What follows belongs to an exercise in optimizing a design on an open flow for small area and a short achievable clock period; a production flow would make more cautious choices. No functional check of the RTL was part of this run. Power figures rest on the tool's default switching activity, not on a simulated workload.

==> design.v <==
package y86Pkg;
    localparam int WORD_W = 64;                              
    localparam logic [3:0] REG_NONE = 4'hF;                  
    localparam logic [WORD_W-1:0] STACK_STEP = 64'd8;        
    localparam int ZF_BIT = 2;
    localparam int SF_BIT = 1;
    localparam int OF_BIT = 0;
    localparam logic [2:0] CC_RESET = 3'b100;                
    typedef enum logic [3:0] {
        HALT   = 4'h0,
        NOP    = 4'h1,
        CMOVXX = 4'h2,                                       
        IRMOVQ = 4'h3,
        RMMOVQ = 4'h4,
        MRMOVQ = 4'h5,
        OPQ    = 4'h6,
        JXX    = 4'h7,
        CALL   = 4'h8,
        RET    = 4'h9,
        PUSHQ  = 4'hA,
        POPQ   = 4'hB
    } icodeE;
    typedef enum logic [3:0] {
        ADD = 4'h0,
        SUB = 4'h1,
        AND = 4'h2,
        XOR = 4'h3
    } aluFunE;
    typedef enum logic [3:0] {
        YES = 4'h0,
        LE  = 4'h1,
        L   = 4'h2,
        E   = 4'h3,
        NE  = 4'h4,
        GE  = 4'h5,
        G   = 4'h6
    } condE;
    typedef enum logic [2:0] {
        BUBBLE = 3'd0,
        OK     = 3'd1,
        STALL  = 3'd4
    } statE;
endpackage
`timescale 1ns/1ps
module executeRegister (
    input  logic                         clk_i,
    input  logic                         rst_n_i,
    input  logic                         stall_i,
    input  logic                         bubble_i,
    input  logic [3:0]                   icode_i,
    input  logic [3:0]                   ifun_i,
    input  logic [2:0]                   stat_i,
    input  logic [y86Pkg::WORD_W-1:0]    valA_i,
    input  logic [y86Pkg::WORD_W-1:0]    valB_i,
    input  logic [y86Pkg::WORD_W-1:0]    valC_i,
    input  logic [3:0]                   dstE_i,
    input  logic [3:0]                   dstM_i,
    output logic                         bubble_o,
    output logic [3:0]                   icode_o,
    output logic [2:0]                   cfun_o,      
    output logic                         setCc_o,
    output logic [2:0]                   stat_o,
    output logic [y86Pkg::WORD_W-1:0]    valA_o,
    output logic [y86Pkg::WORD_W-1:0]    gen_o,       
    output logic [y86Pkg::WORD_W-1:0]    prop_o,      
    output logic                         cin_o,
    output logic [3:0]                   dstE_o,
    output logic [3:0]                   dstM_o
);
    localparam int W = y86Pkg::WORD_W;
    logic kill;
    logic load;
    assign kill = !rst_n_i || bubble_i;
    assign load = !rst_n_i || !stall_i;
    logic isOpq, isCmov, isIrmov, isMem, isPush, isPop, isJxx;
    assign isOpq   = (icode_i == y86Pkg::OPQ);
    assign isCmov  = (icode_i == y86Pkg::CMOVXX);
    assign isIrmov = (icode_i == y86Pkg::IRMOVQ);
    assign isMem   = (icode_i == y86Pkg::RMMOVQ) || (icode_i == y86Pkg::MRMOVQ);
    assign isPush  = (icode_i == y86Pkg::CALL)   || (icode_i == y86Pkg::PUSHQ);
    assign isPop   = (icode_i == y86Pkg::RET)    || (icode_i == y86Pkg::POPQ);
    assign isJxx   = (icode_i == y86Pkg::JXX);
    logic opAdd, opSub, opAnd, opXor;
    assign opAdd = isOpq && (ifun_i == 4'h0);
    assign opSub = isOpq && (ifun_i == 4'h1);
    assign opAnd = isOpq && (ifun_i == 4'h2);
    assign opXor = isOpq && (ifun_i == 4'h3);
    logic xB, xAnd, xXor;
    assign xB   = opAdd || opSub || isMem || isPush || isPop;
    assign xAnd = opAnd;
    assign xXor = opXor;
    logic yA, yNA, yC, yM8, yP8;
    assign yA  = opAdd || isCmov;
    assign yNA = opSub;
    assign yC  = isIrmov || isMem;
    assign yM8 = isPush;
    assign yP8 = isPop;
    logic [W-1:0] xNext, yNext;
    assign xNext = ({W{xB}}   & valB_i)
                 | ({W{xAnd}} & (valA_i & valB_i))
                 | ({W{xXor}} & (valA_i ^ valB_i));
    assign yNext = ({W{yA}}   & valA_i)
                 | ({W{yNA}}  & ~valA_i)
                 | ({W{yC}}   & valC_i)
                 | ({W{yM8}}  & (-y86Pkg::STACK_STEP))
                 | ({W{yP8}}  & y86Pkg::STACK_STEP);
    logic [2:0] cfunNext;
    assign cfunNext = ((isJxx || isCmov) && (ifun_i < 4'd7)) ? ifun_i[2:0] : 3'd7;
    always_ff @(posedge clk_i) begin
        if (load) begin
            bubble_o <= kill;
            setCc_o  <= !kill && isOpq;
            icode_o  <= icode_i;
            stat_o   <= stat_i;
            dstE_o   <= dstE_i;
            dstM_o   <= dstM_i;
            valA_o   <= valA_i;
            cfun_o   <= cfunNext;
            gen_o    <= xNext & yNext;
            prop_o   <= xNext ^ yNext;
            cin_o    <= yNA;
        end
    end
endmodule
`timescale 1ns/1ps
module aluUnit (
    input  logic [y86Pkg::WORD_W-1:0]    gen_i,
    input  logic [y86Pkg::WORD_W-1:0]    prop_i,
    input  logic                         cin_i,
    output logic [y86Pkg::WORD_W-1:0]    valE_o
);
    logic [63:0] g0;
    logic [63:0] p0;
    logic [63:0] carry;
    assign p0 = prop_i;
    assign g0 = {gen_i[63:1], gen_i[0] | (prop_i[0] & cin_i)};
    logic gn1, pn1;
    logic gn2, pn2;
    logic gn3, pn3;
    logic gn4, pn4;
    logic gn5, pn5;
    logic gn6, pn6;
    logic gn7, pn7;
    logic gn8, pn8;
    logic gn9, pn9;
    logic gn10, pn10;
    logic gn11, pn11;
    logic gn12, pn12;
    logic gn13, pn13;
    logic gn14, pn14;
    logic gn15, pn15;
    logic gn16, pn16;
    logic gn17, pn17;
    logic gn18, pn18;
    logic gn19, pn19;
    logic gn20, pn20;
    logic gn21, pn21;
    logic gn22, pn22;
    logic gn23, pn23;
    logic gn24, pn24;
    logic gn25, pn25;
    logic gn26, pn26;
    logic gn27, pn27;
    logic gn28, pn28;
    logic gn29, pn29;
    logic gn30, pn30;
    logic gn31, pn31;
    logic gn32, pn32;
    logic gn33, pn33;
    logic gn34, pn34;
    logic gn35, pn35;
    logic gn36, pn36;
    logic gn37, pn37;
    logic gn38, pn38;
    logic gn39, pn39;
    logic gn40, pn40;
    logic gn41, pn41;
    logic gn42, pn42;
    logic gn43, pn43;
    logic gn44, pn44;
    logic gn45, pn45;
    logic gn46, pn46;
    logic gn47, pn47;
    logic gn48, pn48;
    logic gn49, pn49;
    logic gn50, pn50;
    logic gn51, pn51;
    logic gn52, pn52;
    logic gn53, pn53;
    logic gn54, pn54;
    logic gn55, pn55;
    logic gn56, pn56;
    logic gn57, pn57;
    logic gn58, pn58;
    logic gn59, pn59;
    logic gn60, pn60;
    logic gn61, pn61;
    logic gn62, pn62;
    logic gn63, pn63;
    logic gn64, pn64;
    logic gn65, pn65;
    logic gn66, pn66;
    logic gn67, pn67;
    logic gn68, pn68;
    logic gn69, pn69;
    logic gn70, pn70;
    logic gn71, pn71;
    logic gn72, pn72;
    logic gn73, pn73;
    logic gn74, pn74;
    logic gn75, pn75;
    logic gn76, pn76;
    logic gn77, pn77;
    logic gn78, pn78;
    logic gn79, pn79;
    logic gn80, pn80;
    logic gn81, pn81;
    logic gn82, pn82;
    logic gn83, pn83;
    logic gn84, pn84;
    logic gn85, pn85;
    logic gn86, pn86;
    logic gn87, pn87;
    logic gn88, pn88;
    logic gn89, pn89;
    logic gn90, pn90;
    logic gn91, pn91;
    logic gn92, pn92;
    logic gn93, pn93;
    logic gn94, pn94;
    logic gn95, pn95;
    logic gn96, pn96;
    logic gn97, pn97;
    logic gn98, pn98;
    logic gn99, pn99;
    logic gn100, pn100;
    logic gn101, pn101;
    logic gn102, pn102;
    logic gn103, pn103;
    logic gn104, pn104;
    logic gn105, pn105;
    logic gn106, pn106;
    logic gn107, pn107;
    logic gn108, pn108;
    logic gn109, pn109;
    logic gn110, pn110;
    logic gn111, pn111;
    logic gn112, pn112;
    logic gn113, pn113;
    logic gn114, pn114;
    logic gn115, pn115;
    logic gn116, pn116;
    logic gn117, pn117;
    logic gn118, pn118;
    logic gn119, pn119;
    logic gn120, pn120;
    logic gn121, pn121;
    logic gn122, pn122;
    logic gn123, pn123;
    logic gn124, pn124;
    logic gn125, pn125;
    logic gn126, pn126;
    logic gn127, pn127;
    logic gn128, pn128;
    logic gn129, pn129;
    logic gn130, pn130;
    logic gn131, pn131;
    logic gn132, pn132;
    logic gn133, pn133;
    logic gn134, pn134;
    logic gn135, pn135;
    logic gn136, pn136;
    logic gn137, pn137;
    logic gn138, pn138;
    logic gn139, pn139;
    logic gn140, pn140;
    logic gn141, pn141;
    logic gn142, pn142;
    logic gn143, pn143;
    logic gn144, pn144;
    logic gn145, pn145;
    logic gn146, pn146;
    logic gn147, pn147;
    logic gn148, pn148;
    logic gn149, pn149;
    logic gn150, pn150;
    logic gn151, pn151;
    logic gn152, pn152;
    logic gn153, pn153;
    logic gn154, pn154;
    logic gn155, pn155;
    logic gn156, pn156;
    logic gn157, pn157;
    logic gn158, pn158;
    logic gn159, pn159;
    logic gn160, pn160;
    logic gn161, pn161;
    logic gn162, pn162;
    logic gn163, pn163;
    logic gn164, pn164;
    logic gn165, pn165;
    logic gn166, pn166;
    logic gn167, pn167;
    logic gn168, pn168;
    logic gn169, pn169;
    logic gn170, pn170;
    logic gn171, pn171;
    logic gn172, pn172;
    logic gn173, pn173;
    logic gn174, pn174;
    logic gn175, pn175;
    logic gn176, pn176;
    logic gn177, pn177;
    logic gn178, pn178;
    logic gn179, pn179;
    logic gn180, pn180;
    logic gn181, pn181;
    logic gn182, pn182;
    logic gn183, pn183;
    logic gn184, pn184;
    logic gn185, pn185;
    logic gn186, pn186;
    logic gn187, pn187;
    logic gn188, pn188;
    logic gn189, pn189;
    logic gn190, pn190;
    logic gn191, pn191;
    logic gn192, pn192;
    logic gn193, pn193;
    logic gn194, pn194;
    logic gn195, pn195;
    logic gn196, pn196;
    logic gn197, pn197;
    logic gn198, pn198;
    logic gn199, pn199;
    logic gn200, pn200;
    logic gn201, pn201;
    logic gn202, pn202;
    logic gn203, pn203;
    logic gn204, pn204;
    logic gn205, pn205;
    logic gn206, pn206;
    logic gn207, pn207;
    logic gn208, pn208;
    logic gn209, pn209;
    logic gn210, pn210;
    logic gn211, pn211;
    logic gn212, pn212;
    logic gn213, pn213;
    logic gn214, pn214;
    logic gn215, pn215;
    logic gn216, pn216;
    logic gn217, pn217;
    logic gn218, pn218;
    logic gn219, pn219;
    logic gn220, pn220;
    logic gn221, pn221;
    logic gn222, pn222;
    logic gn223, pn223;
    logic gn224, pn224;
    logic gn225, pn225;
    logic gn226, pn226;
    logic gn227, pn227;
    logic gn228, pn228;
    logic gn229, pn229;
    logic gn230, pn230;
    logic gn231, pn231;
    logic gn232, pn232;
    logic gn233, pn233;
    logic gn234, pn234;
    logic gn235, pn235;
    logic gn236, pn236;
    logic gn237, pn237;
    logic gn238, pn238;
    logic gn239, pn239;
    logic gn240, pn240;
    logic gn241, pn241;
    logic gn242, pn242;
    logic gn243, pn243;
    logic gn244, pn244;
    logic gn245, pn245;
    logic gn246, pn246;
    logic gn247, pn247;
    logic gn248, pn248;
    logic gn249, pn249;
    logic gn250, pn250;
    logic gn251, pn251;
    logic gn252, pn252;
    logic gn253, pn253;
    logic gn254, pn254;
    logic gn255, pn255;
    logic gn256, pn256;
    logic gn257, pn257;
    logic gn258, pn258;
    logic gn259, pn259;
    logic gn260, pn260;
    logic gn261, pn261;
    logic gn262, pn262;
    logic gn263, pn263;
    logic gn264, pn264;
    logic gn265, pn265;
    logic gn266, pn266;
    logic gn267, pn267;
    logic gn268, pn268;
    logic gn269, pn269;
    logic gn270, pn270;
    logic gn271, pn271;
    logic gn272, pn272;
    logic gn273, pn273;
    logic gn274, pn274;
    logic gn275, pn275;
    logic gn276, pn276;
    logic gn277, pn277;
    logic gn278, pn278;
    logic gn279, pn279;
    logic gn280, pn280;
    logic gn281, pn281;
    logic gn282, pn282;
    logic gn283, pn283;
    logic gn284, pn284;
    logic gn285, pn285;
    logic gn286, pn286;
    logic gn287, pn287;
    logic gn288, pn288;
    logic gn289, pn289;
    logic gn290, pn290;
    logic gn291, pn291;
    logic gn292, pn292;
    logic gn293, pn293;
    logic gn294, pn294;
    logic gn295, pn295;
    logic gn296, pn296;
    logic gn297, pn297;
    logic gn298, pn298;
    logic gn299, pn299;
    logic gn300, pn300;
    logic gn301, pn301;
    logic gn302, pn302;
    logic gn303, pn303;
    logic gn304, pn304;
    logic gn305, pn305;
    logic gn306, pn306;
    logic gn307, pn307;
    logic gn308, pn308;
    logic gn309, pn309;
    logic gn310, pn310;
    logic gn311, pn311;
    logic gn312, pn312;
    logic gn313, pn313;
    logic gn314, pn314;
    logic gn315, pn315;
    logic gn316, pn316;
    logic gn317, pn317;
    logic gn318, pn318;
    logic gn319, pn319;
    logic gn320, pn320;
    logic gn321, pn321;
    assign gn1 = g0[1] | (p0[1] & g0[0]);
    assign gn2 = g0[2] | (p0[2] & g0[1]);
    assign pn2 = p0[2] & p0[1];
    assign gn3 = g0[3] | (p0[3] & g0[2]);
    assign pn3 = p0[3] & p0[2];
    assign gn4 = g0[4] | (p0[4] & g0[3]);
    assign pn4 = p0[4] & p0[3];
    assign gn5 = g0[5] | (p0[5] & g0[4]);
    assign pn5 = p0[5] & p0[4];
    assign gn6 = g0[6] | (p0[6] & g0[5]);
    assign pn6 = p0[6] & p0[5];
    assign gn7 = g0[7] | (p0[7] & g0[6]);
    assign pn7 = p0[7] & p0[6];
    assign gn8 = g0[8] | (p0[8] & g0[7]);
    assign pn8 = p0[8] & p0[7];
    assign gn9 = g0[9] | (p0[9] & g0[8]);
    assign pn9 = p0[9] & p0[8];
    assign gn10 = g0[10] | (p0[10] & g0[9]);
    assign pn10 = p0[10] & p0[9];
    assign gn11 = g0[11] | (p0[11] & g0[10]);
    assign pn11 = p0[11] & p0[10];
    assign gn12 = g0[12] | (p0[12] & g0[11]);
    assign pn12 = p0[12] & p0[11];
    assign gn13 = g0[13] | (p0[13] & g0[12]);
    assign pn13 = p0[13] & p0[12];
    assign gn14 = g0[14] | (p0[14] & g0[13]);
    assign pn14 = p0[14] & p0[13];
    assign gn15 = g0[15] | (p0[15] & g0[14]);
    assign pn15 = p0[15] & p0[14];
    assign gn16 = g0[16] | (p0[16] & g0[15]);
    assign pn16 = p0[16] & p0[15];
    assign gn17 = g0[17] | (p0[17] & g0[16]);
    assign pn17 = p0[17] & p0[16];
    assign gn18 = g0[18] | (p0[18] & g0[17]);
    assign pn18 = p0[18] & p0[17];
    assign gn19 = g0[19] | (p0[19] & g0[18]);
    assign pn19 = p0[19] & p0[18];
    assign gn20 = g0[20] | (p0[20] & g0[19]);
    assign pn20 = p0[20] & p0[19];
    assign gn21 = g0[21] | (p0[21] & g0[20]);
    assign pn21 = p0[21] & p0[20];
    assign gn22 = g0[22] | (p0[22] & g0[21]);
    assign pn22 = p0[22] & p0[21];
    assign gn23 = g0[23] | (p0[23] & g0[22]);
    assign pn23 = p0[23] & p0[22];
    assign gn24 = g0[24] | (p0[24] & g0[23]);
    assign pn24 = p0[24] & p0[23];
    assign gn25 = g0[25] | (p0[25] & g0[24]);
    assign pn25 = p0[25] & p0[24];
    assign gn26 = g0[26] | (p0[26] & g0[25]);
    assign pn26 = p0[26] & p0[25];
    assign gn27 = g0[27] | (p0[27] & g0[26]);
    assign pn27 = p0[27] & p0[26];
    assign gn28 = g0[28] | (p0[28] & g0[27]);
    assign pn28 = p0[28] & p0[27];
    assign gn29 = g0[29] | (p0[29] & g0[28]);
    assign pn29 = p0[29] & p0[28];
    assign gn30 = g0[30] | (p0[30] & g0[29]);
    assign pn30 = p0[30] & p0[29];
    assign gn31 = g0[31] | (p0[31] & g0[30]);
    assign pn31 = p0[31] & p0[30];
    assign gn32 = g0[32] | (p0[32] & g0[31]);
    assign pn32 = p0[32] & p0[31];
    assign gn33 = g0[33] | (p0[33] & g0[32]);
    assign pn33 = p0[33] & p0[32];
    assign gn34 = g0[34] | (p0[34] & g0[33]);
    assign pn34 = p0[34] & p0[33];
    assign gn35 = g0[35] | (p0[35] & g0[34]);
    assign pn35 = p0[35] & p0[34];
    assign gn36 = g0[36] | (p0[36] & g0[35]);
    assign pn36 = p0[36] & p0[35];
    assign gn37 = g0[37] | (p0[37] & g0[36]);
    assign pn37 = p0[37] & p0[36];
    assign gn38 = g0[38] | (p0[38] & g0[37]);
    assign pn38 = p0[38] & p0[37];
    assign gn39 = g0[39] | (p0[39] & g0[38]);
    assign pn39 = p0[39] & p0[38];
    assign gn40 = g0[40] | (p0[40] & g0[39]);
    assign pn40 = p0[40] & p0[39];
    assign gn41 = g0[41] | (p0[41] & g0[40]);
    assign pn41 = p0[41] & p0[40];
    assign gn42 = g0[42] | (p0[42] & g0[41]);
    assign pn42 = p0[42] & p0[41];
    assign gn43 = g0[43] | (p0[43] & g0[42]);
    assign pn43 = p0[43] & p0[42];
    assign gn44 = g0[44] | (p0[44] & g0[43]);
    assign pn44 = p0[44] & p0[43];
    assign gn45 = g0[45] | (p0[45] & g0[44]);
    assign pn45 = p0[45] & p0[44];
    assign gn46 = g0[46] | (p0[46] & g0[45]);
    assign pn46 = p0[46] & p0[45];
    assign gn47 = g0[47] | (p0[47] & g0[46]);
    assign pn47 = p0[47] & p0[46];
    assign gn48 = g0[48] | (p0[48] & g0[47]);
    assign pn48 = p0[48] & p0[47];
    assign gn49 = g0[49] | (p0[49] & g0[48]);
    assign pn49 = p0[49] & p0[48];
    assign gn50 = g0[50] | (p0[50] & g0[49]);
    assign pn50 = p0[50] & p0[49];
    assign gn51 = g0[51] | (p0[51] & g0[50]);
    assign pn51 = p0[51] & p0[50];
    assign gn52 = g0[52] | (p0[52] & g0[51]);
    assign pn52 = p0[52] & p0[51];
    assign gn53 = g0[53] | (p0[53] & g0[52]);
    assign pn53 = p0[53] & p0[52];
    assign gn54 = g0[54] | (p0[54] & g0[53]);
    assign pn54 = p0[54] & p0[53];
    assign gn55 = g0[55] | (p0[55] & g0[54]);
    assign pn55 = p0[55] & p0[54];
    assign gn56 = g0[56] | (p0[56] & g0[55]);
    assign pn56 = p0[56] & p0[55];
    assign gn57 = g0[57] | (p0[57] & g0[56]);
    assign pn57 = p0[57] & p0[56];
    assign gn58 = g0[58] | (p0[58] & g0[57]);
    assign pn58 = p0[58] & p0[57];
    assign gn59 = g0[59] | (p0[59] & g0[58]);
    assign pn59 = p0[59] & p0[58];
    assign gn60 = g0[60] | (p0[60] & g0[59]);
    assign pn60 = p0[60] & p0[59];
    assign gn61 = g0[61] | (p0[61] & g0[60]);
    assign pn61 = p0[61] & p0[60];
    assign gn62 = g0[62] | (p0[62] & g0[61]);
    assign pn62 = p0[62] & p0[61];
    assign gn63 = g0[63] | (p0[63] & g0[62]);
    assign pn63 = p0[63] & p0[62];
    assign gn64 = gn2 | (pn2 & g0[0]);
    assign gn65 = gn3 | (pn3 & gn1);
    assign gn66 = gn4 | (pn4 & gn2);
    assign pn66 = pn4 & pn2;
    assign gn67 = gn5 | (pn5 & gn3);
    assign pn67 = pn5 & pn3;
    assign gn68 = gn6 | (pn6 & gn4);
    assign pn68 = pn6 & pn4;
    assign gn69 = gn7 | (pn7 & gn5);
    assign pn69 = pn7 & pn5;
    assign gn70 = gn8 | (pn8 & gn6);
    assign pn70 = pn8 & pn6;
    assign gn71 = gn9 | (pn9 & gn7);
    assign pn71 = pn9 & pn7;
    assign gn72 = gn10 | (pn10 & gn8);
    assign pn72 = pn10 & pn8;
    assign gn73 = gn11 | (pn11 & gn9);
    assign pn73 = pn11 & pn9;
    assign gn74 = gn12 | (pn12 & gn10);
    assign pn74 = pn12 & pn10;
    assign gn75 = gn13 | (pn13 & gn11);
    assign pn75 = pn13 & pn11;
    assign gn76 = gn14 | (pn14 & gn12);
    assign pn76 = pn14 & pn12;
    assign gn77 = gn15 | (pn15 & gn13);
    assign pn77 = pn15 & pn13;
    assign gn78 = gn16 | (pn16 & gn14);
    assign pn78 = pn16 & pn14;
    assign gn79 = gn17 | (pn17 & gn15);
    assign pn79 = pn17 & pn15;
    assign gn80 = gn18 | (pn18 & gn16);
    assign pn80 = pn18 & pn16;
    assign gn81 = gn19 | (pn19 & gn17);
    assign pn81 = pn19 & pn17;
    assign gn82 = gn20 | (pn20 & gn18);
    assign pn82 = pn20 & pn18;
    assign gn83 = gn21 | (pn21 & gn19);
    assign pn83 = pn21 & pn19;
    assign gn84 = gn22 | (pn22 & gn20);
    assign pn84 = pn22 & pn20;
    assign gn85 = gn23 | (pn23 & gn21);
    assign pn85 = pn23 & pn21;
    assign gn86 = gn24 | (pn24 & gn22);
    assign pn86 = pn24 & pn22;
    assign gn87 = gn25 | (pn25 & gn23);
    assign pn87 = pn25 & pn23;
    assign gn88 = gn26 | (pn26 & gn24);
    assign pn88 = pn26 & pn24;
    assign gn89 = gn27 | (pn27 & gn25);
    assign pn89 = pn27 & pn25;
    assign gn90 = gn28 | (pn28 & gn26);
    assign pn90 = pn28 & pn26;
    assign gn91 = gn29 | (pn29 & gn27);
    assign pn91 = pn29 & pn27;
    assign gn92 = gn30 | (pn30 & gn28);
    assign pn92 = pn30 & pn28;
    assign gn93 = gn31 | (pn31 & gn29);
    assign pn93 = pn31 & pn29;
    assign gn94 = gn32 | (pn32 & gn30);
    assign pn94 = pn32 & pn30;
    assign gn95 = gn33 | (pn33 & gn31);
    assign pn95 = pn33 & pn31;
    assign gn96 = gn34 | (pn34 & gn32);
    assign pn96 = pn34 & pn32;
    assign gn97 = gn35 | (pn35 & gn33);
    assign pn97 = pn35 & pn33;
    assign gn98 = gn36 | (pn36 & gn34);
    assign pn98 = pn36 & pn34;
    assign gn99 = gn37 | (pn37 & gn35);
    assign pn99 = pn37 & pn35;
    assign gn100 = gn38 | (pn38 & gn36);
    assign pn100 = pn38 & pn36;
    assign gn101 = gn39 | (pn39 & gn37);
    assign pn101 = pn39 & pn37;
    assign gn102 = gn40 | (pn40 & gn38);
    assign pn102 = pn40 & pn38;
    assign gn103 = gn41 | (pn41 & gn39);
    assign pn103 = pn41 & pn39;
    assign gn104 = gn42 | (pn42 & gn40);
    assign pn104 = pn42 & pn40;
    assign gn105 = gn43 | (pn43 & gn41);
    assign pn105 = pn43 & pn41;
    assign gn106 = gn44 | (pn44 & gn42);
    assign pn106 = pn44 & pn42;
    assign gn107 = gn45 | (pn45 & gn43);
    assign pn107 = pn45 & pn43;
    assign gn108 = gn46 | (pn46 & gn44);
    assign pn108 = pn46 & pn44;
    assign gn109 = gn47 | (pn47 & gn45);
    assign pn109 = pn47 & pn45;
    assign gn110 = gn48 | (pn48 & gn46);
    assign pn110 = pn48 & pn46;
    assign gn111 = gn49 | (pn49 & gn47);
    assign pn111 = pn49 & pn47;
    assign gn112 = gn50 | (pn50 & gn48);
    assign pn112 = pn50 & pn48;
    assign gn113 = gn51 | (pn51 & gn49);
    assign pn113 = pn51 & pn49;
    assign gn114 = gn52 | (pn52 & gn50);
    assign pn114 = pn52 & pn50;
    assign gn115 = gn53 | (pn53 & gn51);
    assign pn115 = pn53 & pn51;
    assign gn116 = gn54 | (pn54 & gn52);
    assign pn116 = pn54 & pn52;
    assign gn117 = gn55 | (pn55 & gn53);
    assign pn117 = pn55 & pn53;
    assign gn118 = gn56 | (pn56 & gn54);
    assign pn118 = pn56 & pn54;
    assign gn119 = gn57 | (pn57 & gn55);
    assign pn119 = pn57 & pn55;
    assign gn120 = gn58 | (pn58 & gn56);
    assign pn120 = pn58 & pn56;
    assign gn121 = gn59 | (pn59 & gn57);
    assign pn121 = pn59 & pn57;
    assign gn122 = gn60 | (pn60 & gn58);
    assign pn122 = pn60 & pn58;
    assign gn123 = gn61 | (pn61 & gn59);
    assign pn123 = pn61 & pn59;
    assign gn124 = gn62 | (pn62 & gn60);
    assign pn124 = pn62 & pn60;
    assign gn125 = gn63 | (pn63 & gn61);
    assign pn125 = pn63 & pn61;
    assign gn126 = gn66 | (pn66 & g0[0]);
    assign gn127 = gn67 | (pn67 & gn1);
    assign gn128 = gn68 | (pn68 & gn64);
    assign gn129 = gn69 | (pn69 & gn65);
    assign gn130 = gn70 | (pn70 & gn66);
    assign pn130 = pn70 & pn66;
    assign gn131 = gn71 | (pn71 & gn67);
    assign pn131 = pn71 & pn67;
    assign gn132 = gn72 | (pn72 & gn68);
    assign pn132 = pn72 & pn68;
    assign gn133 = gn73 | (pn73 & gn69);
    assign pn133 = pn73 & pn69;
    assign gn134 = gn74 | (pn74 & gn70);
    assign pn134 = pn74 & pn70;
    assign gn135 = gn75 | (pn75 & gn71);
    assign pn135 = pn75 & pn71;
    assign gn136 = gn76 | (pn76 & gn72);
    assign pn136 = pn76 & pn72;
    assign gn137 = gn77 | (pn77 & gn73);
    assign pn137 = pn77 & pn73;
    assign gn138 = gn78 | (pn78 & gn74);
    assign pn138 = pn78 & pn74;
    assign gn139 = gn79 | (pn79 & gn75);
    assign pn139 = pn79 & pn75;
    assign gn140 = gn80 | (pn80 & gn76);
    assign pn140 = pn80 & pn76;
    assign gn141 = gn81 | (pn81 & gn77);
    assign pn141 = pn81 & pn77;
    assign gn142 = gn82 | (pn82 & gn78);
    assign pn142 = pn82 & pn78;
    assign gn143 = gn83 | (pn83 & gn79);
    assign pn143 = pn83 & pn79;
    assign gn144 = gn84 | (pn84 & gn80);
    assign pn144 = pn84 & pn80;
    assign gn145 = gn85 | (pn85 & gn81);
    assign pn145 = pn85 & pn81;
    assign gn146 = gn86 | (pn86 & gn82);
    assign pn146 = pn86 & pn82;
    assign gn147 = gn87 | (pn87 & gn83);
    assign pn147 = pn87 & pn83;
    assign gn148 = gn88 | (pn88 & gn84);
    assign pn148 = pn88 & pn84;
    assign gn149 = gn89 | (pn89 & gn85);
    assign pn149 = pn89 & pn85;
    assign gn150 = gn90 | (pn90 & gn86);
    assign pn150 = pn90 & pn86;
    assign gn151 = gn91 | (pn91 & gn87);
    assign pn151 = pn91 & pn87;
    assign gn152 = gn92 | (pn92 & gn88);
    assign pn152 = pn92 & pn88;
    assign gn153 = gn93 | (pn93 & gn89);
    assign pn153 = pn93 & pn89;
    assign gn154 = gn94 | (pn94 & gn90);
    assign pn154 = pn94 & pn90;
    assign gn155 = gn95 | (pn95 & gn91);
    assign pn155 = pn95 & pn91;
    assign gn156 = gn96 | (pn96 & gn92);
    assign pn156 = pn96 & pn92;
    assign gn157 = gn97 | (pn97 & gn93);
    assign pn157 = pn97 & pn93;
    assign gn158 = gn98 | (pn98 & gn94);
    assign pn158 = pn98 & pn94;
    assign gn159 = gn99 | (pn99 & gn95);
    assign pn159 = pn99 & pn95;
    assign gn160 = gn100 | (pn100 & gn96);
    assign pn160 = pn100 & pn96;
    assign gn161 = gn101 | (pn101 & gn97);
    assign pn161 = pn101 & pn97;
    assign gn162 = gn102 | (pn102 & gn98);
    assign pn162 = pn102 & pn98;
    assign gn163 = gn103 | (pn103 & gn99);
    assign pn163 = pn103 & pn99;
    assign gn164 = gn104 | (pn104 & gn100);
    assign pn164 = pn104 & pn100;
    assign gn165 = gn105 | (pn105 & gn101);
    assign pn165 = pn105 & pn101;
    assign gn166 = gn106 | (pn106 & gn102);
    assign pn166 = pn106 & pn102;
    assign gn167 = gn107 | (pn107 & gn103);
    assign pn167 = pn107 & pn103;
    assign gn168 = gn108 | (pn108 & gn104);
    assign pn168 = pn108 & pn104;
    assign gn169 = gn109 | (pn109 & gn105);
    assign pn169 = pn109 & pn105;
    assign gn170 = gn110 | (pn110 & gn106);
    assign pn170 = pn110 & pn106;
    assign gn171 = gn111 | (pn111 & gn107);
    assign pn171 = pn111 & pn107;
    assign gn172 = gn112 | (pn112 & gn108);
    assign pn172 = pn112 & pn108;
    assign gn173 = gn113 | (pn113 & gn109);
    assign pn173 = pn113 & pn109;
    assign gn174 = gn114 | (pn114 & gn110);
    assign pn174 = pn114 & pn110;
    assign gn175 = gn115 | (pn115 & gn111);
    assign pn175 = pn115 & pn111;
    assign gn176 = gn116 | (pn116 & gn112);
    assign pn176 = pn116 & pn112;
    assign gn177 = gn117 | (pn117 & gn113);
    assign pn177 = pn117 & pn113;
    assign gn178 = gn118 | (pn118 & gn114);
    assign pn178 = pn118 & pn114;
    assign gn179 = gn119 | (pn119 & gn115);
    assign pn179 = pn119 & pn115;
    assign gn180 = gn120 | (pn120 & gn116);
    assign pn180 = pn120 & pn116;
    assign gn181 = gn121 | (pn121 & gn117);
    assign pn181 = pn121 & pn117;
    assign gn182 = gn122 | (pn122 & gn118);
    assign pn182 = pn122 & pn118;
    assign gn183 = gn123 | (pn123 & gn119);
    assign pn183 = pn123 & pn119;
    assign gn184 = gn124 | (pn124 & gn120);
    assign pn184 = pn124 & pn120;
    assign gn185 = gn125 | (pn125 & gn121);
    assign pn185 = pn125 & pn121;
    assign gn186 = gn130 | (pn130 & g0[0]);
    assign gn187 = gn131 | (pn131 & gn1);
    assign gn188 = gn132 | (pn132 & gn64);
    assign gn189 = gn133 | (pn133 & gn65);
    assign gn190 = gn134 | (pn134 & gn126);
    assign gn191 = gn135 | (pn135 & gn127);
    assign gn192 = gn136 | (pn136 & gn128);
    assign gn193 = gn137 | (pn137 & gn129);
    assign gn194 = gn138 | (pn138 & gn130);
    assign pn194 = pn138 & pn130;
    assign gn195 = gn139 | (pn139 & gn131);
    assign pn195 = pn139 & pn131;
    assign gn196 = gn140 | (pn140 & gn132);
    assign pn196 = pn140 & pn132;
    assign gn197 = gn141 | (pn141 & gn133);
    assign pn197 = pn141 & pn133;
    assign gn198 = gn142 | (pn142 & gn134);
    assign pn198 = pn142 & pn134;
    assign gn199 = gn143 | (pn143 & gn135);
    assign pn199 = pn143 & pn135;
    assign gn200 = gn144 | (pn144 & gn136);
    assign pn200 = pn144 & pn136;
    assign gn201 = gn145 | (pn145 & gn137);
    assign pn201 = pn145 & pn137;
    assign gn202 = gn146 | (pn146 & gn138);
    assign pn202 = pn146 & pn138;
    assign gn203 = gn147 | (pn147 & gn139);
    assign pn203 = pn147 & pn139;
    assign gn204 = gn148 | (pn148 & gn140);
    assign pn204 = pn148 & pn140;
    assign gn205 = gn149 | (pn149 & gn141);
    assign pn205 = pn149 & pn141;
    assign gn206 = gn150 | (pn150 & gn142);
    assign pn206 = pn150 & pn142;
    assign gn207 = gn151 | (pn151 & gn143);
    assign pn207 = pn151 & pn143;
    assign gn208 = gn152 | (pn152 & gn144);
    assign pn208 = pn152 & pn144;
    assign gn209 = gn153 | (pn153 & gn145);
    assign pn209 = pn153 & pn145;
    assign gn210 = gn154 | (pn154 & gn146);
    assign pn210 = pn154 & pn146;
    assign gn211 = gn155 | (pn155 & gn147);
    assign pn211 = pn155 & pn147;
    assign gn212 = gn156 | (pn156 & gn148);
    assign pn212 = pn156 & pn148;
    assign gn213 = gn157 | (pn157 & gn149);
    assign pn213 = pn157 & pn149;
    assign gn214 = gn158 | (pn158 & gn150);
    assign pn214 = pn158 & pn150;
    assign gn215 = gn159 | (pn159 & gn151);
    assign pn215 = pn159 & pn151;
    assign gn216 = gn160 | (pn160 & gn152);
    assign pn216 = pn160 & pn152;
    assign gn217 = gn161 | (pn161 & gn153);
    assign pn217 = pn161 & pn153;
    assign gn218 = gn162 | (pn162 & gn154);
    assign pn218 = pn162 & pn154;
    assign gn219 = gn163 | (pn163 & gn155);
    assign pn219 = pn163 & pn155;
    assign gn220 = gn164 | (pn164 & gn156);
    assign pn220 = pn164 & pn156;
    assign gn221 = gn165 | (pn165 & gn157);
    assign pn221 = pn165 & pn157;
    assign gn222 = gn166 | (pn166 & gn158);
    assign pn222 = pn166 & pn158;
    assign gn223 = gn167 | (pn167 & gn159);
    assign pn223 = pn167 & pn159;
    assign gn224 = gn168 | (pn168 & gn160);
    assign pn224 = pn168 & pn160;
    assign gn225 = gn169 | (pn169 & gn161);
    assign pn225 = pn169 & pn161;
    assign gn226 = gn170 | (pn170 & gn162);
    assign pn226 = pn170 & pn162;
    assign gn227 = gn171 | (pn171 & gn163);
    assign pn227 = pn171 & pn163;
    assign gn228 = gn172 | (pn172 & gn164);
    assign pn228 = pn172 & pn164;
    assign gn229 = gn173 | (pn173 & gn165);
    assign pn229 = pn173 & pn165;
    assign gn230 = gn174 | (pn174 & gn166);
    assign pn230 = pn174 & pn166;
    assign gn231 = gn175 | (pn175 & gn167);
    assign pn231 = pn175 & pn167;
    assign gn232 = gn176 | (pn176 & gn168);
    assign pn232 = pn176 & pn168;
    assign gn233 = gn177 | (pn177 & gn169);
    assign pn233 = pn177 & pn169;
    assign gn234 = gn178 | (pn178 & gn170);
    assign pn234 = pn178 & pn170;
    assign gn235 = gn179 | (pn179 & gn171);
    assign pn235 = pn179 & pn171;
    assign gn236 = gn180 | (pn180 & gn172);
    assign pn236 = pn180 & pn172;
    assign gn237 = gn181 | (pn181 & gn173);
    assign pn237 = pn181 & pn173;
    assign gn238 = gn182 | (pn182 & gn174);
    assign pn238 = pn182 & pn174;
    assign gn239 = gn183 | (pn183 & gn175);
    assign pn239 = pn183 & pn175;
    assign gn240 = gn184 | (pn184 & gn176);
    assign pn240 = pn184 & pn176;
    assign gn241 = gn185 | (pn185 & gn177);
    assign pn241 = pn185 & pn177;
    assign gn242 = gn194 | (pn194 & g0[0]);
    assign gn243 = gn195 | (pn195 & gn1);
    assign gn244 = gn196 | (pn196 & gn64);
    assign gn245 = gn197 | (pn197 & gn65);
    assign gn246 = gn198 | (pn198 & gn126);
    assign gn247 = gn199 | (pn199 & gn127);
    assign gn248 = gn200 | (pn200 & gn128);
    assign gn249 = gn201 | (pn201 & gn129);
    assign gn250 = gn202 | (pn202 & gn186);
    assign gn251 = gn203 | (pn203 & gn187);
    assign gn252 = gn204 | (pn204 & gn188);
    assign gn253 = gn205 | (pn205 & gn189);
    assign gn254 = gn206 | (pn206 & gn190);
    assign gn255 = gn207 | (pn207 & gn191);
    assign gn256 = gn208 | (pn208 & gn192);
    assign gn257 = gn209 | (pn209 & gn193);
    assign gn258 = gn210 | (pn210 & gn194);
    assign pn258 = pn210 & pn194;
    assign gn259 = gn211 | (pn211 & gn195);
    assign pn259 = pn211 & pn195;
    assign gn260 = gn212 | (pn212 & gn196);
    assign pn260 = pn212 & pn196;
    assign gn261 = gn213 | (pn213 & gn197);
    assign pn261 = pn213 & pn197;
    assign gn262 = gn214 | (pn214 & gn198);
    assign pn262 = pn214 & pn198;
    assign gn263 = gn215 | (pn215 & gn199);
    assign pn263 = pn215 & pn199;
    assign gn264 = gn216 | (pn216 & gn200);
    assign pn264 = pn216 & pn200;
    assign gn265 = gn217 | (pn217 & gn201);
    assign pn265 = pn217 & pn201;
    assign gn266 = gn218 | (pn218 & gn202);
    assign pn266 = pn218 & pn202;
    assign gn267 = gn219 | (pn219 & gn203);
    assign pn267 = pn219 & pn203;
    assign gn268 = gn220 | (pn220 & gn204);
    assign pn268 = pn220 & pn204;
    assign gn269 = gn221 | (pn221 & gn205);
    assign pn269 = pn221 & pn205;
    assign gn270 = gn222 | (pn222 & gn206);
    assign pn270 = pn222 & pn206;
    assign gn271 = gn223 | (pn223 & gn207);
    assign pn271 = pn223 & pn207;
    assign gn272 = gn224 | (pn224 & gn208);
    assign pn272 = pn224 & pn208;
    assign gn273 = gn225 | (pn225 & gn209);
    assign pn273 = pn225 & pn209;
    assign gn274 = gn226 | (pn226 & gn210);
    assign pn274 = pn226 & pn210;
    assign gn275 = gn227 | (pn227 & gn211);
    assign pn275 = pn227 & pn211;
    assign gn276 = gn228 | (pn228 & gn212);
    assign pn276 = pn228 & pn212;
    assign gn277 = gn229 | (pn229 & gn213);
    assign pn277 = pn229 & pn213;
    assign gn278 = gn230 | (pn230 & gn214);
    assign pn278 = pn230 & pn214;
    assign gn279 = gn231 | (pn231 & gn215);
    assign pn279 = pn231 & pn215;
    assign gn280 = gn232 | (pn232 & gn216);
    assign pn280 = pn232 & pn216;
    assign gn281 = gn233 | (pn233 & gn217);
    assign pn281 = pn233 & pn217;
    assign gn282 = gn234 | (pn234 & gn218);
    assign pn282 = pn234 & pn218;
    assign gn283 = gn235 | (pn235 & gn219);
    assign pn283 = pn235 & pn219;
    assign gn284 = gn236 | (pn236 & gn220);
    assign pn284 = pn236 & pn220;
    assign gn285 = gn237 | (pn237 & gn221);
    assign pn285 = pn237 & pn221;
    assign gn286 = gn238 | (pn238 & gn222);
    assign pn286 = pn238 & pn222;
    assign gn287 = gn239 | (pn239 & gn223);
    assign pn287 = pn239 & pn223;
    assign gn288 = gn240 | (pn240 & gn224);
    assign pn288 = pn240 & pn224;
    assign gn289 = gn241 | (pn241 & gn225);
    assign pn289 = pn241 & pn225;
    assign gn290 = gn258 | (pn258 & g0[0]);
    assign gn291 = gn259 | (pn259 & gn1);
    assign gn292 = gn260 | (pn260 & gn64);
    assign gn293 = gn261 | (pn261 & gn65);
    assign gn294 = gn262 | (pn262 & gn126);
    assign gn295 = gn263 | (pn263 & gn127);
    assign gn296 = gn264 | (pn264 & gn128);
    assign gn297 = gn265 | (pn265 & gn129);
    assign gn298 = gn266 | (pn266 & gn186);
    assign gn299 = gn267 | (pn267 & gn187);
    assign gn300 = gn268 | (pn268 & gn188);
    assign gn301 = gn269 | (pn269 & gn189);
    assign gn302 = gn270 | (pn270 & gn190);
    assign gn303 = gn271 | (pn271 & gn191);
    assign gn304 = gn272 | (pn272 & gn192);
    assign gn305 = gn273 | (pn273 & gn193);
    assign gn306 = gn274 | (pn274 & gn242);
    assign gn307 = gn275 | (pn275 & gn243);
    assign gn308 = gn276 | (pn276 & gn244);
    assign gn309 = gn277 | (pn277 & gn245);
    assign gn310 = gn278 | (pn278 & gn246);
    assign gn311 = gn279 | (pn279 & gn247);
    assign gn312 = gn280 | (pn280 & gn248);
    assign gn313 = gn281 | (pn281 & gn249);
    assign gn314 = gn282 | (pn282 & gn250);
    assign gn315 = gn283 | (pn283 & gn251);
    assign gn316 = gn284 | (pn284 & gn252);
    assign gn317 = gn285 | (pn285 & gn253);
    assign gn318 = gn286 | (pn286 & gn254);
    assign gn319 = gn287 | (pn287 & gn255);
    assign gn320 = gn288 | (pn288 & gn256);
    assign gn321 = gn289 | (pn289 & gn257);
    assign carry = {gn320, gn319, gn318, gn317, gn316, gn315, gn314, gn313, gn312, gn311, gn310, gn309, gn308, gn307, gn306, gn305, gn304, gn303, gn302, gn301, gn300, gn299, gn298, gn297, gn296, gn295, gn294, gn293, gn292, gn291, gn290, gn257, gn256, gn255, gn254, gn253, gn252, gn251, gn250, gn249, gn248, gn247, gn246, gn245, gn244, gn243, gn242, gn193, gn192, gn191, gn190, gn189, gn188, gn187, gn186, gn129, gn128, gn127, gn126, gn65, gn64, gn1, g0[0], cin_i};
    assign valE_o = prop_i ^ carry;
endmodule
`timescale 1ns/1ps
module condUnit (
    input  logic                         clk_i,
    input  logic                         rst_n_i,
    input  logic                         stall_i,
    input  logic                         setCc_i,      
    input  logic                         xSign_i,      
    input  logic                         ySign_i,      
    input  logic [y86Pkg::WORD_W-1:0]    mValE_i,      
    input  logic [2:0]                   cfun_i,
    output logic                         cnd_o
);
    localparam int MSB = y86Pkg::WORD_W - 1;
    logic [2:0] ccSaved;
    logic       fromM;         
    logic       mSignSame;     
    logic       mXSign;        
    logic [2:0] cc;
    logic       zf;
    logic       sf;
    logic       of;
    assign zf = fromM ? (mValE_i == '0) : ccSaved[y86Pkg::ZF_BIT];
    assign sf = fromM ? mValE_i[MSB]    : ccSaved[y86Pkg::SF_BIT];
    assign of = fromM ? (mSignSame && (mValE_i[MSB] != mXSign)) : ccSaved[y86Pkg::OF_BIT];
    always_comb begin
        cc = '0;
        cc[y86Pkg::ZF_BIT] = zf;
        cc[y86Pkg::SF_BIT] = sf;
        cc[y86Pkg::OF_BIT] = of;
    end
    always_ff @(posedge clk_i) begin
        if (!rst_n_i) begin
            ccSaved <= y86Pkg::CC_RESET;
            fromM   <= 1'b0;
        end else begin
            ccSaved <= cc;
            fromM   <= setCc_i && !stall_i;
        end
    end
    always_ff @(posedge clk_i) begin
        mSignSame <= (xSign_i == ySign_i);
        mXSign    <= xSign_i;
    end
    always_comb begin
        case (cfun_i)
            3'd0:    cnd_o = 1'b1;
            3'd1:    cnd_o = (sf ^ of) | zf;
            3'd2:    cnd_o = sf ^ of;
            3'd3:    cnd_o = zf;
            3'd4:    cnd_o = !zf;
            3'd5:    cnd_o = !(sf ^ of);
            3'd6:    cnd_o = !(sf ^ of) && !zf;
            default: cnd_o = 1'b0;
        endcase
    end
endmodule
`timescale 1ns/1ps
module memoryRegister (
    input  logic                         clk_i,
    input  logic                         rst_n_i,
    input  logic                         stall_i,
    input  logic                         bubble_i,    
    input  logic [3:0]                   icode_i,
    input  logic [2:0]                   stat_i,
    input  logic [y86Pkg::WORD_W-1:0]    valE_i,
    input  logic [y86Pkg::WORD_W-1:0]    valA_i,
    input  logic [3:0]                   dstE_i,
    input  logic [3:0]                   dstM_i,
    input  logic                         cnd_i,
    output logic [3:0]                   icode_o,
    output logic [2:0]                   stat_o,
    output logic [y86Pkg::WORD_W-1:0]    valE_o,
    output logic [y86Pkg::WORD_W-1:0]    valA_o,
    output logic [3:0]                   dstE_o,
    output logic [3:0]                   dstM_o,
    output logic                         cnd_o
);
    logic [3:0] dstESel;
    assign dstESel = (icode_i == y86Pkg::CMOVXX && !cnd_i) ? y86Pkg::REG_NONE : dstE_i;
    always_ff @(posedge clk_i) begin
        if (!rst_n_i || stall_i || bubble_i) begin       
            icode_o <= y86Pkg::NOP;
            stat_o  <= y86Pkg::BUBBLE;
            valE_o  <= '0;
            valA_o  <= '0;
            dstE_o  <= y86Pkg::REG_NONE;
            dstM_o  <= y86Pkg::REG_NONE;
            cnd_o   <= 1'b0;
        end else begin
            icode_o <= icode_i;
            stat_o  <= stat_i;
            valE_o  <= valE_i;
            valA_o  <= valA_i;
            dstE_o  <= dstESel;
            dstM_o  <= dstM_i;
            cnd_o   <= cnd_i;
        end
    end
endmodule
`timescale 1ns/1ps
module executeStage (
    input  logic                         clk_i,
    input  logic                         rst_n_i,
    input  logic                         stall_i,
    input  logic                         bubble_i,
    input  logic [3:0]                   icode_i,
    input  logic [3:0]                   ifun_i,
    input  logic [2:0]                   stat_i,
    input  logic [y86Pkg::WORD_W-1:0]    valA_i,
    input  logic [y86Pkg::WORD_W-1:0]    valB_i,
    input  logic [y86Pkg::WORD_W-1:0]    valC_i,
    input  logic [3:0]                   dstE_i,
    input  logic [3:0]                   dstM_i,
    input  logic [3:0]                   srcA_i,      
    input  logic [3:0]                   srcB_i,
    output logic [3:0]                   icode_o,
    output logic [2:0]                   stat_o,
    output logic [y86Pkg::WORD_W-1:0]    valE_o,
    output logic [y86Pkg::WORD_W-1:0]    valA_o,
    output logic [3:0]                   dstE_o,
    output logic [3:0]                   dstM_o,
    output logic                         cnd_o
);
    logic                      eBubble;
    logic [3:0]                eIcode;
    logic [2:0]                eCfun;
    logic                      eSetCc;
    logic [2:0]                eStat;
    logic [y86Pkg::WORD_W-1:0] eValA;
    logic [y86Pkg::WORD_W-1:0] eGen;
    logic [y86Pkg::WORD_W-1:0] eProp;
    logic                      eCin;
    logic [3:0]                eDstE;
    logic [3:0]                eDstM;
    logic [y86Pkg::WORD_W-1:0] aluValE;
    logic                      eCnd;
    executeRegister u_executeRegister (
        .clk_i   (clk_i),   .rst_n_i (rst_n_i), .stall_i (stall_i), .bubble_i (bubble_i),
        .icode_i (icode_i), .ifun_i  (ifun_i),  .stat_i  (stat_i),
        .valA_i  (valA_i),  .valB_i  (valB_i),  .valC_i  (valC_i),
        .dstE_i  (dstE_i),  .dstM_i  (dstM_i),
        .bubble_o (eBubble),
        .icode_o (eIcode),  .cfun_o  (eCfun),   .setCc_o (eSetCc), .stat_o (eStat),
        .valA_o  (eValA),   .gen_o   (eGen),    .prop_o  (eProp),   .cin_o  (eCin),
        .dstE_o  (eDstE),   .dstM_o  (eDstM)
    );
    aluUnit u_aluUnit (
        .gen_i  (eGen),    .prop_i  (eProp),    .cin_i (eCin),
        .valE_o (aluValE)
    );
    condUnit u_condUnit (
        .clk_i   (clk_i),  .rst_n_i (rst_n_i), .stall_i (stall_i),
        .setCc_i (eSetCc), .xSign_i (eGen[y86Pkg::WORD_W-1]),
        .ySign_i (eGen[y86Pkg::WORD_W-1] ^ eProp[y86Pkg::WORD_W-1]),
        .mValE_i (valE_o), .cfun_i (eCfun), .cnd_o (eCnd)
    );
    memoryRegister u_memoryRegister (
        .clk_i   (clk_i),   .rst_n_i (rst_n_i), .stall_i (stall_i), .bubble_i (eBubble),
        .icode_i (eIcode),  .stat_i  (eStat),   .valE_i  (aluValE), .valA_i (eValA),
        .dstE_i  (eDstE),   .dstM_i  (eDstM),   .cnd_i   (eCnd),
        .icode_o (icode_o), .stat_o  (stat_o),  .valE_o  (valE_o),  .valA_o (valA_o),
        .dstE_o  (dstE_o),  .dstM_o  (dstM_o),  .cnd_o   (cnd_o)
    );
endmodule
==> flow/run.sh <==
#!/bin/bash
set -euo pipefail
export BUFFER_PORTS_ARGS="-buffer_cell sky130_fd_sc_hd__buf_1"
export SETUP_SLACK_MARGIN=4.2
bash standard.sh finish > make_finish.log 2>&1
==> standard.sh <==
#!/bin/bash
# synth_recipe.tcl (not shown) runs the flow's synth.tcl, then flattens the netlist and writes it again
# the make line also repeats each setting of config.mk as NAME=value (left out here)
make -C /OpenROAD-flow-scripts/flow DESIGN_CONFIG=/design/flow/config.mk WORK_HOME=/design/flow/orfs CLKGATE_MAP_FILE= SYNTH_SCRIPT=/design/flow/synth_recipe.tcl "${@:-finish}"
==> config.mk <==
export PLATFORM = sky130hd
export DESIGN_NAME = executeStage
export DESIGN_NICKNAME = executeStage
export VERILOG_FILES = /design/flow/design.v
export SDC_FILE = /design/flow/constraint.sdc
export NUM_CORES = 4
export LEC_CHECK = 0
export CAP_MARGIN = 20
export CORE_MARGIN = 2
export CORE_UTILIZATION = 40
export SLEW_MARGIN = 20
==> constraint.sdc <==
create_clock -name core_clock -period 7.2 [get_ports {clk_i}]
set_input_delay 1.4400 -clock core_clock [delete_from_list [all_inputs] [get_ports {clk_i}]]
set_output_delay 1.4400 -clock core_clock [all_outputs]
set_load 0.01 [all_outputs]
==> results.cfg <==
[global_routing]
pin_count_of_the_biggest_net_entering_global_routing = 84
number_of_global_route_vias_before_repair = 14200
grt-ovfl-total = 0
grt_use_total = 0.241
grt_first_pass_wirelength_um = 82700
antenna_violations_before_repair = 3

[critical_path]
startpoint_type = input pin
rr_worst_depth = 12
critPathLaunch = ifun_i[1]
critical_path_class = in2reg
worst_ep_arrival_time_ns = 3.32
required_ns = 7.52
timing.reg2reg.setup_slack_ns = 4.23
r2r_end = u_memoryRegister.valE_o[62]$_SDFF_PP0_
type_of_element_capturing_the_critical_path = flip-flop
cp_max_fo = 17
reg2reg_from = u_executeRegister.prop_o[0]$_DFFE_PP_

[sta]
final.period_utilization = 0.416
finalHoldViolations = 0
fmax_mhz = 334
finalWorstPathRequiredPeriod_ns = 3.00
finClkSkew_ns = 0.0296
slew_headroom = 0.439
worst_pin_slew_ns = 0.841
finalHoldWorstSlack_ns = 0.343
setup-violations-final = 0
setup_repair_after_global_routing_missed_its_margin = yes
totalNegativeSetupSlack_ns = 0
final-max-slew-violation-count = 0

[yosys]
ys_top_cells_by_count = 213 x edfxtp_1, 154 x a21oi_1, 150 x dfxtp_1
post_synth_net_total = 1974
syn_inst = 1621
synth_top_area_frac = 0.367
async_flop_share = 0
synth.yosys.warnings = 3
synth_area_leaders = edfxtp_1 37%, dfxtp_1 17%, ha_1 9.3%, a21oi_1 4.4%, a222oi_1 3.7%
synth.largest_area_cell = edfxtp_1
sequential_fraction_of_the_synthesis_area = 0.539
yosys.cell_count.top_type = edfxtp_1
dominantRegCellSynth = edfxtp_1
synth.cell_area_mm2 = 0.0174
yosysUniqueCellTypes = 66
synth.ff_latch_count = 363
synthesis.area_per_instance_um2 = 10.8
synth_enable_flop_cells = 213

[min_path]
holdCritStartpoint = u_executeRegister.gen_o[63]$_DFFE_PP_
min_path_cells = 0
holdPathEnd = u_condUnit.mXSign$_DFF_P_
worstHoldPathType = reg2reg

[pwr]
vdd_drop_max_mv = 0.172
static-leakage-power_uw = 0.00883
pwr-share-clk = 0.399
power.density_cell_area_mw_per_mm2 = 251
switching_share = 0.271
p_int_uw = 4040
pwr-share-seq = 0.460
share_comb_of_total_power = 0.141
total_switching_power_uw = 1510

[layout]
fin_nets = 2365
utilization = 0.512
final_layout_size_suffix_gt1_frac = 0.0982
flow.area_growth_from_synthesis_pct = 26.5

[placed_design]
hpwlAfterDp_um = 36100
globalplace.congestion = 0.904
numPortBuffers = 358

[drt]
detail_route.first_pass.iterations = 10
via_count_normalized_by_instance_count = 5.56
drt-total-wl_um = 57800
ant_nets = 0
initial_drc_count = 1323
avgRoutedWirePerCell_um = 21.9
post-route-drc-count = 0
route.vias.total = 14700

[die]
rows = 76
io_pins = 367
chipWidth_um = 213
placeableCoreArea_mm2 = 0.0431
die_area_mm2 = 0.0453
initial_utilization = 0.405
die_height_um = 213

[job]
max-cap-violations = 0

[cts]
clkSlewWorstSetupHoldPaths_ns = 0.06
cts_tree = built
cts-buffers-inserted = 43
h-tree-depth = 2
root_buffer = clkbuf_16
cts_num_sinks = 363
ctsLongestPathBuffers = 3
worst_skew_pair_later_pin_latency_ns = 0.58

[status]
run_status = finished clean
[metrics by stage]
step	area, µm²	instances	setup slack (ns)	total power, µW
floorplan	17600	1621	4.05	3000
global placement	19400	2492	2.67	3270
detailed placement	19400	2492	2.58	3290
CTS	21600	2613	4.19	5560
global route	22100	2634	4.12	5780
finish	22100	2635	4.20	5550
[worst max-delay path by stage]
stage,to,slack (ns),cells past startpoint
after floorplan,u_executeRegister.prop_o[13]$_DFFE_PP_,4.05,9
after global placement,u_executeRegister.prop_o[46]$_DFFE_PP_,2.67,10
after global routing,u_memoryRegister.valE_o[62]$_SDFF_PP0_,4.12,12
final,u_executeRegister.prop_o[47]$_DFFE_PP_,4.20,8
after CTS,u_executeRegister.prop_o[46]$_DFFE_PP_,4.19,11
after detailed placement,u_executeRegister.prop_o[46]$_DFFE_PP_,2.58,10
[state kept, by name, summed over array words and instances (netlist names), 3 cells and up]
name and flops:
u_executeRegister.dstM_o 4, u_memoryRegister.dstM_o 4, u_memoryRegister.dstE_o 4, u_memoryRegister.valA_o 64, u_executeRegister.cfun_o 3, u_executeRegister.valA_o 64, u_memoryRegister.valE_o 64, u_executeRegister.prop_o 64
u_executeRegister.gen_o 64, u_executeRegister.stat_o 3, u_executeRegister.dstE_o 4, u_executeRegister.icode_o 4, u_condUnit.ccSaved 3, u_memoryRegister.stat_o 3, u_memoryRegister.icode_o 4
[cells by family after synthesis]
group,after synthesis,synth area share
AND/OR/NAND/NOR,459,0.129
XOR/XNOR,57,0.0286
multiplexers,3,0.00172
flip-flops,363,0.539
buffers and inverters,179,0.0388
AO/OA/AOI/OAI,429,0.169
adder cells (fa/ha/maj),131,0.0939
[worst max-delay path: stages]
cell and delay [ns]:
buf_1 0.39, nand2b_4 0.28, nand3_4 0.09, buf_4 0.20, clkbuf_16 0.20, a222oi_1 0.31
inv_1 0.09, ha_1 0.29
[per-layer routing]
layer  part of all wire  wire, µm  GRT usage  vias up
met2               0.44     25700      0.375      644
met3              0.092      5310     0.0527      108
met1               0.43     24700      0.327     7076
li1                   -         -          -     6832
met5                  0         0          0        -
met4              0.036      2060     0.0979        0
[repair_timing]
| action | 4_1_cts | 5_1_grt |
|---|---|---|
| pin swaps | 28 | 19 |
| setup buffers | 32 | 7 |
| endpoints found under the setup margin | 224 | 154 |
| gates resized for setup | 76 | 29 |
| hold buffers | 0 | 0 |
| cloned | 10 | 11 |
[layout by cell type (no fill, tap or decap), types with 15 or more instances in the layout]
cell         n
edfxtp_1   213
nor4_1      18
and2_1      75
nor2_1     109
nand3_1     15
o21ai_0     41
o21bai_1    15
nor3_1      18
buf_12      17
xor2_1      23
a21o_1      22
inv_1       93
o211ai_1    66
a222oi_1    64
xnor2_1     34
dfxtp_1    150
buf_1      352
nand4_1     27
buf_4       27
clkbuf_16   54
ha_1       128
a21oi_1    150
nand2_1    128
[power groups by stage]
stage	Clock (µW)	Combinational, µW	Sequential (µW)
floorplan	0	486	2520
global placement	0	688	2580
detailed placement	0	698	2590
CTS	2260	757	2540
global route	2340	871	2570
finish	2210	784	2550
[layout make-up]
class	instances	area (µm²)
Antenna cell	4	10.0
Clock buffer	62	1230
Clock inverter	17	206
Fill cell	3951	21000
Inverter	94	353
Multi-Input combinational cell	1087	7770
Sequential cell	363	9400
Tap cell	585	732
Timing Repair Buffer	423	2360

-- afterwards: timing with drivers on the ports --
Ports are ideal in the flow. The routed layout listed here was re-timed in OpenROAD. Step 1, drivers: a clkbuf_16 drives clk_i and a buf_2 each remaining input, both assumed. Step 2 adds t to the input delays and takes it off the output delays; t is the mean of the earliest and latest rising clock arrival at the registers after step 1. Input paths then give back, and output paths get back, about the clock's delay inside the block. Three values: no drivers, after step 1, after step 2; two values: the first two.
t, ns: 0.613
setup slack, ns: 4.202 / 4.202 / 3.589
worst hold slack (ns): 0.343 / 0.343 / 0.343
latest minus earliest clock arrival (ns): 0.030 / 0.030
After both steps this run still meets setup and hold. The setup slack of this run moves by 0.000 ns with the drivers and by -0.613 ns with both steps.
